Background: an optimization exercise with open tools, aiming at small area, a short achievable clock period and few clock cycles per item. Do not read the settings as production practice. The RTL was checked by simulation tests, not by an equivalence proof against the original design. Power is estimated from default activity; no workload was simulated.

## job 8926
==> flow/design.v <==
module mul_div_unit #(
    parameter int WIDTH = 64
) (
    input  logic             Clk,
    input  logic             Reset,
    input  logic             Start,
    input  logic [2:0]       Op,
    input  logic [WIDTH-1:0] BusA,
    input  logic [WIDTH-1:0] BusB,
    input  logic [4:0]       DestReg,
    output logic             Busy,
    output logic             Done,
    output logic [WIDTH-1:0] Result,
    output logic [4:0]       RW,
    output logic             RegWr
);
    localparam int CW = $clog2(WIDTH);        
    localparam logic [2:0] OP_MUL   = 3'b000;
    localparam logic [2:0] OP_UMULH = 3'b001;
    localparam logic [2:0] OP_SMULH = 3'b010;
    localparam logic [2:0] OP_UDIV  = 3'b011;
    localparam logic [2:0] OP_SDIV  = 3'b100;
    function automatic logic [CW-1:0] topbit(input logic [WIDTH-1:0] v);
        logic [CW-1:0] z [WIDTH];
        logic          nz [WIDTH];
        logic [CW-1:0] zh, zl;
        logic          nh, nl;
        for (int i = 0; i < WIDTH; i++) begin
            nz[i] = v[i];
            z[i]  = '0;
        end
        for (int l = 0; l < CW; l++) begin
            for (int i = 0; i < (WIDTH >> (l + 1)); i++) begin
                nh = nz[2*i+1]; zh = z[2*i+1];
                nl = nz[2*i];   zl = z[2*i];
                nz[i] = nh | nl;
                z[i]  = nh ? zh : (zl | (1 << l));
            end
        end
        topbit = nz[0] ? ~z[0] : '0;
    endfunction
    function automatic logic ones_run(input logic [WIDTH-1:0] v);
        logic r;
        r = 1'b1;
        for (int i = 0; i < WIDTH - 1; i++) if (v[i+1] && !v[i]) r = 1'b0;
        ones_run = r;
    endfunction
    function automatic logic shorter(input logic [WIDTH-1:0] p, input logic [WIDTH-1:0] q);
        logic [WIDTH-1:0] above;     
        above[WIDTH-1] = p[WIDTH-1];
        for (int i = WIDTH - 2; i >= 0; i--) above[i] = above[i+1] | p[i];
        shorter = |(q & ~above);
    endfunction
    logic             r_busy;      
    logic             r_done;      
    logic             r_first;     
    logic             r_prep;      
    logic             r_div;       
    logic             r_negq;      
    logic             r_selhi;     
    logic             r_swap;      
    logic             r_msg;       
    logic             r_inv;       
    logic             r_ax;        
    logic             r_ay;        
    logic             r_e;         
    logic             r_dbit;      
    logic [CW-1:0]    r_cnt;       
    logic [CW-1:0]    r_ta, r_tb;  
    logic             r_ea, r_eb;  
    logic             r_nzb;       
    logic             r_sb;        
    logic [4:0]       r_rw;
    logic [WIDTH-1:0] r_x;         
    logic [WIDTH-1:0] r_y;         
    logic [WIDTH-1:0] r_lo;        
    logic [WIDTH-1:0] r_hi;        
    logic             w_is_mul, w_is_div, w_msgn, w_dsgn;
    logic             w_sa, w_sb, w_nza, w_nzb;
    logic [WIDTH-1:0] w_va, w_vb;
    logic             w_swap, w_zero, w_first_neg;
    assign w_is_mul = (Op == OP_MUL) || (Op == OP_UMULH) || (Op == OP_SMULH);
    assign w_is_div = (Op == OP_UDIV) || (Op == OP_SDIV);
    assign w_msgn   = (Op == OP_MUL) || (Op == OP_SMULH);
    assign w_dsgn   = (Op == OP_SDIV);
    assign w_sa  = (w_msgn || w_dsgn) && BusA[WIDTH-1];
    assign w_sb  = (w_msgn || w_dsgn) && BusB[WIDTH-1];
    assign w_va  = BusA ^ {WIDTH{w_sa}};
    assign w_vb  = BusB ^ {WIDTH{w_sb}};
    assign w_nza = |w_va;
    assign w_nzb = |w_vb;
    assign w_swap      = w_is_mul && shorter(w_vb, w_va);
    assign w_first_neg = w_swap ? w_sb : w_sa;
    assign w_zero = !(w_is_mul || w_is_div)
                 || (w_is_mul && ((!w_nza && !w_sa) || (!w_nzb && !w_sb)))
                 || (w_is_div && (!w_nzb && !w_sb))
                 || (w_is_div && (!w_nza && !w_sa));
    logic [CW-1:0]    w_cnt0, w_cnt;
    logic [CW:0]      w_lena, w_lenb;
    logic             w_dzero;
    assign w_cnt0  = (r_swap ? r_tb : r_ta) + (r_swap ? r_eb : r_ea);
    assign w_cnt   = r_first ? w_cnt0 : r_cnt;
    assign w_lena  = {1'b0, r_ta} + r_ea;
    assign w_lenb  = r_nzb ? ({1'b0, r_tb} + 1'b1) : {{CW{1'b0}}, r_sb};
    assign w_dzero = r_first && r_div && (w_lena + 1'b1 < w_lenb);
    logic [WIDTH-1:0] w_add_a, w_add_b;
    logic             w_cin;
    logic [WIDTH:0]   w_sum;
    logic             w_c, w_ge;
    logic [WIDTH-1:0] w_hi_next, w_lo_next;
    logic             w_last;
    logic             w_nbit;
    assign w_add_a = {r_lo[WIDTH-2:0], r_div & r_dbit};
    assign w_add_b = ((r_x & {WIDTH{r_ax}}) | (r_y & {WIDTH{r_ay}})) ^ {WIDTH{r_inv}};
    assign w_cin   = r_inv;
    logic [WIDTH-1:0] w_g [CW+1];
    logic [WIDTH-1:0] w_p [CW+1];
    logic [WIDTH-1:0] w_p0;
    always_comb begin
        w_p0      = w_add_a ^ w_add_b;
        w_g[0]    = w_add_a & w_add_b;
        w_p[0]    = w_p0;
        w_g[0][0] = w_g[0][0] | (w_p0[0] & w_cin);
        for (int l = 0; l < CW; l++) begin
            w_g[l+1] = w_g[l];
            w_p[l+1] = w_p[l];
            for (int i = 0; i < WIDTH; i++) begin
                if ((i >> l) & 1) begin
                    w_g[l+1][i] = w_g[l][i] | (w_p[l][i] & w_g[l][((i >> l) << l) - 1]);
                    w_p[l+1][i] = w_p[l][i] & w_p[l][((i >> l) << l) - 1];
                end
            end
        end
    end
    assign w_sum = {w_g[CW][WIDTH-1], w_p0 ^ {w_g[CW][WIDTH-2:0], w_cin}};
    assign w_c   = w_sum[WIDTH];
    assign w_ge      = r_lo[WIDTH-1] || w_c;
    assign w_lo_next = (r_div && !w_ge) ? w_add_a : w_sum[WIDTH-1:0];
    logic             w_b0, w_flip;
    logic [WIDTH-1:0] w_ht, w_hm;
    assign w_b0   = r_div ? (w_ge ^ r_negq) : r_lo[WIDTH-1];
    assign w_flip = r_div ? (r_negq && w_last) : (w_c ^ r_e);
    always_comb begin
        w_ht    = {r_hi[WIDTH-2:0] ^ {(WIDTH-1){r_e}}, 1'b1};
        w_hm[0] = 1'b1;
        for (int i = 1; i < WIDTH; i++) w_hm[i] = w_hm[i-1] & w_ht[i-1];
    end
    assign w_hi_next = {r_hi[WIDTH-2:0], w_b0}
                     ^ (w_hm & {WIDTH{w_flip}} & {{(WIDTH-1){w_b0 ^ r_e}}, 1'b1});
    assign w_last = (w_cnt == '0) && !r_prep;
    assign w_nbit = !w_last && (r_swap ? r_y[w_cnt - 1'b1] : r_x[w_cnt - 1'b1]);
    always_ff @(posedge Clk or posedge Reset) begin
        if (Reset) begin
            r_busy <= 1'b0;
            r_done <= 1'b0;
        end else if (!r_busy) begin
            r_done <= Start && w_zero;
            r_busy <= Start && !w_zero;
        end else if (w_last || w_dzero) begin
            r_busy <= 1'b0;
            r_done <= 1'b1;
        end
    end
    always_ff @(posedge Clk) begin
        if (!r_busy) begin
            if (Start) begin
                r_rw    <= DestReg;
                r_first <= 1'b1;
                r_div   <= w_is_div;
                r_negq  <= w_dsgn && (w_sa ^ w_sb);
                r_selhi <= (Op != OP_MUL);
                r_swap  <= w_swap;
                r_msg   <= w_msgn;
                r_prep  <= w_dsgn && BusA[WIDTH-1];
                r_y     <= BusB;
                r_ta    <= topbit(w_va);
                r_tb    <= topbit(w_vb);
                r_ea    <= w_nza && w_sa && (!w_is_div || ones_run(w_va));
                r_eb    <= w_nzb && w_sb;
                r_nzb   <= w_nzb;
                r_sb    <= w_sb;
                r_ax    <= (w_is_mul && w_swap) || (w_dsgn && BusA[WIDTH-1]);
                r_ay    <= (w_is_div && !(w_dsgn && BusA[WIDTH-1])) || (w_is_mul && !w_swap);
                r_inv   <= w_is_div ? (!w_sb || BusA[WIDTH-1]) : w_first_neg;
                r_e     <= w_is_mul && ((w_msgn && (w_swap ? BusA[WIDTH-1] : BusB[WIDTH-1])) ^ w_first_neg);
                r_dbit  <= !(w_dsgn && BusA[WIDTH-1]);
            end
        end else if (r_prep) begin
            r_prep <= 1'b0;
            r_ax   <= 1'b0;
            r_ay   <= 1'b1;
            r_inv  <= !r_sb;
            r_dbit <= 1'b1;
        end else begin
            r_first <= 1'b0;
            r_cnt   <= w_cnt - 1'b1;
            r_dbit  <= w_nbit;
            if (!r_div) begin
                r_ax  <= r_swap && w_nbit;
                r_ay  <= !r_swap && w_nbit;
                r_inv <= 1'b0;
                r_e   <= w_nbit && r_msg && (r_swap ? r_x[WIDTH-1] : r_y[WIDTH-1]);
            end
        end
    end
    always_ff @(posedge Clk) begin
        if (!r_busy) begin
            if (Start) r_x <= BusA;
        end else if (r_prep) begin
            r_x <= w_sum[WIDTH-1:0];
        end
    end
    always_ff @(posedge Clk) begin
        if (!r_busy) begin
            r_lo <= '0;
            r_hi <= {WIDTH{w_dsgn && (w_sa ^ w_sb) && !w_zero}};
        end else begin
            r_lo <= w_lo_next;
            r_hi <= w_dzero ? '0 : w_hi_next;
        end
    end
    assign Busy   = r_busy;
    assign Done   = r_done;
    assign Result = r_selhi ? r_hi : r_lo;
    assign RW     = r_rw;
    assign RegWr  = r_done && (r_rw != 5'd31);
endmodule
==> flow/config.mk <==
export PLATFORM = sky130hd
export DESIGN_NAME = mul_div_unit
export DESIGN_NICKNAME = mul_div_unit
export VERILOG_FILES = /design/flow/design.v
export SDC_FILE = /design/flow/constraint.sdc
export NUM_CORES = 4
export LEC_CHECK = 0
export CAP_MARGIN = 20
export CORE_MARGIN = 2
export CORE_UTILIZATION = 40
export SLEW_MARGIN = 20
==> flow/constraint.sdc <==
create_clock -name core_clock -period 5.0 [get_ports {Clk}]
set_input_delay 1.0000 -clock core_clock [delete_from_list [all_inputs] [get_ports {Clk}]]
set_output_delay 1.0000 -clock core_clock [all_outputs]
set_load 0.01 [all_outputs]
run.sh (not shown) runs the stock make flow with config.mk's settings and CLKGATE_MAP_FILE= SYNTH_SCRIPT=/design/flow/synth_recipe.tcl, a recipe that flattens the netlist after the stock synthesis.
Testbench counts of job 8926, summed over its fixed seeds: cycles 51,315, items 4,000.
Input changes introduced in job 7934 (baseline for comparison: job 8926):
diff --git a/flow/design.v b/flow/design.v
--- a/flow/design.v
+++ b/flow/design.v
@@ -54,7 +54,6 @@
     logic             r_busy;      
     logic             r_done;      
     logic             r_first;     
-    logic             r_prep;      
     logic             r_div;       
     logic             r_negq;      
     logic             r_selhi;     
@@ -147,7 +146,7 @@
     end
     assign w_hi_next = {r_hi[WIDTH-2:0], w_b0}
                      ^ (w_hm & {WIDTH{w_flip}} & {{(WIDTH-1){w_b0 ^ r_e}}, 1'b1});
-    assign w_last = (w_cnt == '0) && !r_prep;
+    assign w_last = (w_cnt == '0);
     assign w_nbit = !w_last && (r_swap ? r_y[w_cnt - 1'b1] : r_x[w_cnt - 1'b1]);
     always_ff @(posedge Clk or posedge Reset) begin
         if (Reset) begin
@@ -171,7 +170,7 @@
                 r_selhi <= (Op != OP_MUL);
                 r_swap  <= w_swap;
                 r_msg   <= w_msgn;
-                r_prep  <= w_dsgn && BusA[WIDTH-1];
+                r_x     <= (w_dsgn && BusA[WIDTH-1]) ? (~BusA + 1'b1) : BusA;
                 r_y     <= BusB;
                 r_ta    <= topbit(w_va);
                 r_tb    <= topbit(w_vb);
@@ -179,18 +178,12 @@
                 r_eb    <= w_nzb && w_sb;
                 r_nzb   <= w_nzb;
                 r_sb    <= w_sb;
-                r_ax    <= (w_is_mul && w_swap) || (w_dsgn && BusA[WIDTH-1]);
-                r_ay    <= (w_is_div && !(w_dsgn && BusA[WIDTH-1])) || (w_is_mul && !w_swap);
-                r_inv   <= w_is_div ? (!w_sb || BusA[WIDTH-1]) : w_first_neg;
+                r_ax    <= w_is_mul && w_swap;
+                r_ay    <= w_is_div || !w_swap;
+                r_inv   <= w_is_div ? !w_sb : w_first_neg;
                 r_e     <= w_is_mul && ((w_msgn && (w_swap ? BusA[WIDTH-1] : BusB[WIDTH-1])) ^ w_first_neg);
-                r_dbit  <= !(w_dsgn && BusA[WIDTH-1]);
-            end
-        end else if (r_prep) begin
-            r_prep <= 1'b0;
-            r_ax   <= 1'b0;
-            r_ay   <= 1'b1;
-            r_inv  <= !r_sb;
-            r_dbit <= 1'b1;
+                r_dbit  <= 1'b1;
+            end
         end else begin
             r_first <= 1'b0;
             r_cnt   <= w_cnt - 1'b1;
@@ -205,13 +198,6 @@
     end
     always_ff @(posedge Clk) begin
         if (!r_busy) begin
-            if (Start) r_x <= BusA;
-        end else if (r_prep) begin
-            r_x <= w_sum[WIDTH-1:0];
-        end
-    end
-    always_ff @(posedge Clk) begin
-        if (!r_busy) begin
             r_lo <= '0;
             r_hi <= {WIDTH{w_dsgn && (w_sa ^ w_sb) && !w_zero}};
         end else begin
## What came out
Compared with job 8926, in job 7934 maximum net fanout on the critical path +23, count of inserted tapcells saw an increase, relative contribution of the clock network to total power climbed 0.9 points, insertion delay to the later sink of the worst-skew pair +30 ps. Taking job 8926 as the reference, in job 7934 worst hold slack roughly the same, number of buffer cells added on primary ports roughly the same, post-synthesis share of cell area spent on and, or, nand and nor gates roughly the same. Final net count, job 8926 and job 7934: lower on job 8926. Wire length per cell after detailed routing was lower in job 7934 than in job 8926.
Testbench counts of job 7934, summed over its fixed seeds: cycles 51,130, items 4,000.

---

Another version of the RTL of mul_div_unit (not shown whole).
Size in the first run: roughly 2600 cells after synthesis, ~300 flip-flops, about 210 I/O pins, roughly 23000 sq um of cells after synthesis.
// mul_div_unit
module mul_div_unit #(
    parameter int WIDTH = 64
) (
    input  logic             Clk,
    input  logic             Reset,
    input  logic             Start,
    input  logic [2:0]       Op,
    input  logic [WIDTH-1:0] BusA,
    input  logic [WIDTH-1:0] BusB,
    input  logic [4:0]       DestReg,
    output logic             Busy,
    output logic             Done,
    output logic [WIDTH-1:0] Result,
    output logic [4:0]       RW,
    output logic             RegWr
);
make LEC_CHECK=0 CAP_MARGIN=20 CORE_MARGIN=2 CORE_UTILIZATION=40 CTS_BUF_LIST=sky130_fd_sc_hd__clkbuf_8 CTS_CLUSTER_DIAMETER=50 CTS_CLUSTER_SIZE=14 PLACE_DENSITY=0.75 SETUP_SLACK_MARGIN=0.5 SLEW_MARGIN=20 finish   # period 5.0 ns
Testbench counts at the start, summed over its fixed seeds: cycles 51,315, items 4,000.
Then changed:
--- a/flow/design.v
+++ b/flow/design.v
@@ -65,15 +65,17 @@
     logic             r_ax;        
     logic             r_ay;        
     logic             r_e;         
     logic             r_dbit;      
     logic [CW-1:0]    r_cnt;       
     logic [CW-1:0]    r_ta, r_tb;  
     logic             r_ea, r_eb;  
+    logic             r_nza;       
     logic             r_nzb;       
+    logic             r_hsg;       
     logic             r_sb;        
     logic [4:0]       r_rw;
     logic [WIDTH-1:0] r_x;         
     logic [WIDTH-1:0] r_y;         
     logic [WIDTH-1:0] r_lo;        
     logic [WIDTH-1:0] r_hi;        
     logic             w_is_mul, w_is_div, w_msgn, w_dsgn;
@@ -100,14 +102,18 @@
     logic [CW:0]      w_lena, w_lenb;
     logic             w_dzero;
     assign w_cnt0  = (r_swap ? r_tb : r_ta) + (r_swap ? r_eb : r_ea);
     assign w_cnt   = r_first ? w_cnt0 : r_cnt;
     assign w_lena  = {1'b0, r_ta} + r_ea;
     assign w_lenb  = r_nzb ? ({1'b0, r_tb} + 1'b1) : {{CW{1'b0}}, r_sb};
     assign w_dzero = r_first && r_div && (w_lena + 1'b1 < w_lenb);
+    logic [CW+1:0]    w_plen;
+    logic             w_hzero;
+    assign w_plen  = (r_nza ? {2'b0, r_ta} + 1'b1 : '0) + (r_nzb ? {2'b0, r_tb} + 1'b1 : '0);
+    assign w_hzero = r_first && !r_div && r_selhi && (w_plen <= (r_msg ? 62 : 64));
     logic [WIDTH-1:0] w_add_a, w_add_b;
     logic             w_cin;
     logic [WIDTH:0]   w_sum;
     logic             w_c, w_rs, w_q;
     logic [WIDTH-1:0] w_hi_next, w_lo_next;
     logic             w_last;
     logic             w_nbit;
@@ -154,15 +160,15 @@
     always_ff @(posedge Clk or posedge Reset) begin
         if (Reset) begin
             r_busy <= 1'b0;
             r_done <= 1'b0;
         end else if (!r_busy) begin
             r_done <= Start && w_zero;
             r_busy <= Start && !w_zero;
-        end else if (w_last || w_dzero) begin
+        end else if (w_last || w_dzero || w_hzero) begin
             r_busy <= 1'b0;
             r_done <= 1'b1;
         end
     end
     always_ff @(posedge Clk) begin
         if (!r_busy) begin
             if (Start) begin
@@ -175,15 +181,17 @@
                 r_msg   <= w_msgn;
                 r_prep  <= w_dsgn && BusA[WIDTH-1];
                 r_y     <= BusB;
                 r_ta    <= topbit(w_va);
                 r_tb    <= topbit(w_vb);
                 r_ea    <= w_nza && w_sa && (!w_is_div || ones_run(w_va));
                 r_eb    <= w_nzb && w_sb;
+                r_nza   <= w_nza;
                 r_nzb   <= w_nzb;
+                r_hsg   <= (Op == OP_SMULH) && (w_sa ^ w_sb);
                 r_sb    <= w_sb;
                 r_ax    <= (w_is_mul && w_swap) || (w_dsgn && BusA[WIDTH-1]);
                 r_ay    <= (w_is_div && !(w_dsgn && BusA[WIDTH-1])) || (w_is_mul && !w_swap);
                 r_inv   <= w_is_div ? (!w_sb || BusA[WIDTH-1]) : w_first_neg;
                 r_e     <= w_is_mul && ((w_msgn && (w_swap ? BusA[WIDTH-1] : BusB[WIDTH-1])) ^ w_first_neg);
                 r_dbit  <= !(w_dsgn && BusA[WIDTH-1]);
                 r_rs    <= 1'b0;
@@ -218,15 +226,15 @@
     end
     always_ff @(posedge Clk) begin
         if (!r_busy) begin
             r_lo <= '0;
             r_hi <= {WIDTH{w_dsgn && (w_sa ^ w_sb) && !w_zero}};
         end else begin
             r_lo <= r_prep ? '0 : w_lo_next;
-            r_hi <= w_dzero ? '0 : w_hi_next;
+            r_hi <= (w_dzero || w_hzero) ? {WIDTH{w_hzero && r_hsg}} : w_hi_next;
         end
     end
     assign Busy   = r_busy;
     assign Done   = r_done;
     assign Result = r_selhi ? r_hi : r_lo;
     assign RW     = r_rw;
     assign RegWr  = r_done && (r_rw != 5'd31);
This time the run finished but failed the layout checks on negative setup slack.
Setup slack loses 630 ps.
Global-route usage increases by 1.1 points.
Power increases by 5.9%.
Routed wire length increases by 7.2%.
Register-to-register slack loses 630 ps.
Die area increases by about 2.8%.
Worst hold slack loses 34 ps.
Core utilization increases by 3.0 points.
Cell area increases by 8.9%.
Area after synthesis increases by about 3%.
Critical path depth increases by 2.
Clock power increases by 12%.
Cell count increases by 6.5%.
Testbench counts after the change, summed over its fixed seeds: cycles 46,999, items 4,000.

[separate check: timing with driven ports]
The results above use ideal ports. As a check the final layouts listed here were re-extracted and re-timed, cells and wires unchanged.
Step 1, drivers: a clkbuf_16 drives Clk and a buf_2 each remaining input, both assumed.
Step 2 times the ports against the registers' clock, not the clock port: input delays grow and output delays shrink by t, the midpoint of the rising clock arrivals with the driver on.
Slacks: ideal / step 1 / step 2; pairs: ideal / step 1.
| run | shift t [ns] | setup WS [ns] | worst hold slack (ns) |
|---|---|---|---|
| job 8926 | 0.593 | 0.441 / 0.441 / -0.031 | 0.480 / 0.480 / 0.480 |
| job 7934 | 0.612 | 0.345 / 0.345 / -0.003 | 0.479 / 0.479 / 0.479 |
| the first run of note 2 | 0.702 | 0.557 / 0.557 / 0.205 | 0.563 / 0.563 / 0.563 |
| the second run of note 2 | 0.666 | -0.073 / -0.073 / -0.113 | 0.529 / 0.529 / 0.529 |
With both steps, setup timing fails in job 8926 and job 7934, where it was met with ideal ports. The setup slack of job 8926, which loses most, moves by 0.000 ns with the drivers and by -0.472 ns with both steps.
